What follows belongs to an exercise in optimizing a design on an open flow for small area, a short achievable clock period and few clock cycles; a production flow would make more cautious choices. In this exercise RTL edits were held to simulation tests only and were not proved equivalent to the original. Power and IR drop assume default switching activity.

Design mdu_iter, start of the top module:
module mdu_iter #(
  parameter int XLEN = 64
) (
  input  logic            clk,
  input  logic            resetn,
  input  logic            in_valid,
  output logic            in_ready,
  input  logic [2:0]      op,
  input  logic            is_word,
  input  logic [XLEN-1:0] a,
  input  logic [XLEN-1:0] b,
  input  logic            flush,
  output logic            out_valid,
  input  logic            out_ready,
  output logic [XLEN-1:0] result
);
  localparam logic [1:0] M_MUL = 2'd0, M_DIV = 2'd1, M_FIN = 2'd2, M_NDIV = 2'd3;
  logic        c_valid, c_mul, c_word, c_hi, c_rem, c_sa, c_sb, c_nega, c_bz;
  logic [63:0] ca, cb;
  logic [6:0]  c_la, c_lb;
  logic        c_prep, p_swap, p_nar;    
  logic [6:0]  p_kk;
  logic [5:0]  p_cnt;
  logic         e_busy;
  logic [1:0]   e_mode;
  logic [5:0]   e_cnt;
  logic         e_word, e_hi, e_rem, e_neg;
  logic [127:0] acc;
  logic [67:0]  mq;
  logic [64:0]  xr;
  logic [16:0]  dm1;                    
  logic [18:0]  dm3;                    
  logic         b_one, b_two, b_neg;    
  logic         h_one, h_two, h_neg;    
  logic        accept;
  logic        i_mul, i_sgna, i_sgnb, i_sa, i_sb;
  logic [63:0] xa, xb;
  logic [6:0]  i_la, i_lb;
  always_comb begin
    i_mul  = ~op[2];
    i_sgna = i_mul ? (op[1:0] != 2'd3) : ~op[0];
    i_sgnb = i_mul ? ~op[1] : ~op[0];
    if (is_word) begin
      i_sgna = i_mul | ~op[0];
      i_sgnb = i_mul | ~op[0];
    end
    xa   = is_word ? {{32{i_sgna & a[31]}}, a[31:0]} : a;
    xb   = is_word ? {{32{i_sgnb & b[31]}}, b[31:0]} : b;
    i_sa = i_sgna & xa[63];
    i_sb = i_sgnb & xb[63];
  end
  mdu_lzc64 u_lza (.t(xa ^ {64{i_sa}}), .n(i_la));
  mdu_lzc64 u_lzb (.t(xb ^ {64{i_sb}}), .n(i_lb));
  logic        c_negcyc, c_ready;
  logic [63:0] na;
  assign c_negcyc = c_valid & ~c_prep;
  assign c_ready  = c_valid & c_prep;
  assign na       = -ca;
  logic        nar;
  logic [5:0]  n2;
  logic [6:0]  lm, dsh, kk;
  logic [7:0]  dd;
  logic [5:0]  mj, m16;
  logic        swap;
  logic [63:0] rin, rot, mhi;
  always_comb begin
    swap = (c_la > c_lb);           
    lm   = swap ? c_la : c_lb;
    mj   = 6'((7'd64 - lm) >> 1);   
    m16  = (mj + 6'd2) >> 1;        
    dd   = {1'b0, c_lb} - {7'd0, c_lb[6]} - {1'b0, c_la} + {7'd0, c_sa} + 8'd1;
  ...
clock: 10.0 ns
lec_check: 0
cap_margin: 30
core_margin: 2
core_utilization: 40
setup_slack_margin: 4.75
slew_margin: 30
tns_end_percent: 5
run.sh (not shown) runs the stock make flow with config.mk's settings and CLKGATE_MAP_FILE= SYNTH_SCRIPT=/design/flow/synth_recipe.tcl, a recipe that flattens the netlist after the stock synthesis.
The baseline finished with timing, DRC and antenna clean.
Testbench counts at the start, summed over its fixed seeds: cycles 55,286.
Then changed:
--- a/flow/config.mk
+++ b/flow/config.mk
@@ -11 +11 @@
-export SETUP_SLACK_MARGIN = 4.75
+export SETUP_SLACK_MARGIN = 5
=> Setup slack degrades by 0.17 ns. Via count goes down by 0.99%. Total power goes down by 1.0%. Wire length goes up by 1.6%. Cell area goes down by 0.89%.
Then changed:
--- a/flow/config.mk
+++ b/flow/config.mk
@@ -8 +8 @@
-export CAP_MARGIN = 30
+export CAP_MARGIN = 20
@@ -11,2 +11,2 @@
-export SETUP_SLACK_MARGIN = 5
-export SLEW_MARGIN = 30
+export SETUP_SLACK_MARGIN = 4
+export SLEW_MARGIN = 20
Result: The changed run completed with no timing, DRC or antenna violations. First-iteration DRC count went up by 9.4%. Via count fell by 1.4%. Non-clock buffer count came out lower by 150. Clock-buffer cell count came out lower by 1. Global-route usage decreases by 2.1 points. Final cell count went down by 1.7%. Die area is unchanged. Critical path depth goes down by 6. Maximum frequency went down by 4.7%.
Then changed:
--- a/flow/config.mk
+++ b/flow/config.mk
@@ -8 +8 @@
-export CAP_MARGIN = 20
+export CAP_MARGIN = 30
@@ -11,3 +11,2 @@
-export SETUP_SLACK_MARGIN = 4
-export SLEW_MARGIN = 20
-export TNS_END_PERCENT = 5
+export SETUP_SLACK_MARGIN = 5
+export SLEW_MARGIN = 30
What happened:
- total power went up by 8.5%
- via count went up by about 6%
- worst hold slack gains 0.024 ns
- global-route usage went up by 4.4 points
- cell area went up by about 17%

## v6
Starting RTL as in the previous note.
export LEC_CHECK = 0
export CAP_MARGIN = 20
export CORE_MARGIN = 2
export CORE_UTILIZATION = 40
export SETUP_SLACK_MARGIN = 4.5
export SLEW_MARGIN = 20
export TNS_END_PERCENT = 5
create_clock -name core_clock -period 10.0 [get_ports {clk}]
v6 went all the way through synthesis, placement and routing and the layout is clean on timing, DRC and antenna.
Testbench counts of v6, summed over its fixed seeds: cycles 55,286.
## Diff of input files: v7 against v6
Settings: CAP_MARGIN changed from 20 to 30; SLEW_MARGIN changed from 20 to 30.
### Flow results
On met2 layer wire length in the routed design, v7 and v6 are basically level.
v6 leaves less setup margin than v7.
Fmax: v7 above v6
Sort v7 and v6 by final critical delay including setup and external delays desc -> top: v6
Run comparison: v6 worst setup path endpoint result[53]$_DFFE_PP_; v7 worst setup path endpoint xr[57]$_DFFE_PP_

old:
mdu_iter again, from the RTL that the note above started with.
## mdu_iter
module mdu_iter #(
  parameter int XLEN = 64
) (
  input  logic            clk,
  input  logic            resetn,
  input  logic            in_valid,
  output logic            in_ready,
  input  logic [2:0]      op,
  input  logic            is_word,
  input  logic [XLEN-1:0] a,
  input  logic [XLEN-1:0] b,
  input  logic            flush,
  output logic            out_valid,
  input  logic            out_ready,
  output logic [XLEN-1:0] result
);
  localparam logic [1:0] M_MUL = 2'd0, M_DIV = 2'd1, M_FIN = 2'd2, M_NDIV = 2'd3;
  logic        c_valid, c_mul, c_word, c_hi, c_rem, c_sa, c_sb, c_nega, c_bz;
  logic [63:0] ca, cb;
  logic [6:0]  c_la, c_lb;
  logic        c_prep, p_swap, p_nar;    
  logic [6:0]  p_kk;
  logic [5:0]  p_cnt;
  logic         e_busy;
  logic [1:0]   e_mode;
  logic [5:0]   e_cnt;
  logic         e_word, e_hi, e_rem, e_neg;
  logic [127:0] acc;
  logic [67:0]  mq;
  logic [64:0]  xr;
  logic [16:0]  dm1;                    
  logic [18:0]  dm3;                    
  logic         b_one, b_two, b_neg;    
  logic         h_one, h_two, h_neg;    
  ...
==> flow/config.mk <==
export PLATFORM = sky130hd
export DESIGN_NAME = mdu_iter
export DESIGN_NICKNAME = mdu_iter
export VERILOG_FILES = /design/flow/design.v
export SDC_FILE = /design/flow/constraint.sdc
export NUM_CORES = 4
export LEC_CHECK = 0
export CAP_MARGIN = 30
export CORE_MARGIN = 2
export CORE_UTILIZATION = 40
export SETUP_SLACK_MARGIN = 3
export SLEW_MARGIN = 30
export TNS_END_PERCENT = 5
==> flow/constraint.sdc <==
create_clock -name core_clock -period 10.0 [get_ports {clk}]
set_input_delay 2.0000 -clock core_clock [delete_from_list [all_inputs] [get_ports {clk}]]
set_output_delay 2.0000 -clock core_clock [all_outputs]
set_load 0.01 [all_outputs]
old: flow completed, timing, DRC and antenna clean
Testbench counts of old, summed over its fixed seeds: cycles 55,286.
[inputs] new vs old
- swapping 3 for 4 in SETUP_SLACK_MARGIN
- swapping 40 for 50 in CORE_UTILIZATION
From new to old, sequential cell count of the final layout did not move at all.
The met1 demand-to-capacity share in global routing reported for new is greater than that of old by 14 points.
old has lower fmax than new.
Against old, new reports a fraction of the cycle the final worst path needs that is lower.
Data arrival at the endpoint of the critical path, new and old: lower on new
old ended up with result[54] as its capture point of the worst path; new ended up with xr[57].
Comparing vertical extent of the die for new and old, the smaller number came from new.
Cell depth of the worst setup path in new vs old: down 1

-- port drivers added, routing unchanged --
In the flow no input, the clock included, has a driving cell. The finished layouts below were timed again as built, in two steps. Step 1 sets driving cells, clkbuf_16 on the clock port and buf_2 on the other inputs (assumed; they add their load-dependent delay and slew). Step 2 also shifts input and output timing later by t, the mid clock arrival at the registers, as if the neighbouring blocks saw the same clock. a / b / c = no drivers / after step 1 / after step 2; a / b = the first two.
run	shift t [ns]	setup WS [ns]	worst hold slack (ns)	worst setup path at the end	cell pins on the clock port's net
the first run of note 1	0.768	4.228 / 4.228 / 3.629	0.458 / 0.458 / 0.458	input to register	1
the second run of note 1	0.760	4.054 / 4.054 / 3.481	0.488 / 0.488 / 0.488	input to register	1
the third run of note 1	0.753	3.761 / 3.761 / 3.361	0.432 / 0.432 / 0.432	input to register	1
the fourth run of note 1	0.792	4.115 / 4.115 / 4.115	0.456 / 0.456 / 0.456	register to register	1
v6	0.759	4.135 / 4.135 / 3.486	0.438 / 0.438 / 0.438	input to register	1
v7	0.768	4.220 / 4.220 / 3.629	0.456 / 0.456 / 0.456	input to register	1
old	0.776	3.032 / 3.032 / 3.032	0.418 / 0.418 / 0.418	register to register	1
new	0.756	3.714 / 3.714 / 3.390	0.440 / 0.440 / 0.440	input to register	1
After both steps setup and hold are still met in every run listed. The setup slack of v6, which loses most, moves by 0.000 ns with the drivers and by -0.649 ns with both steps.
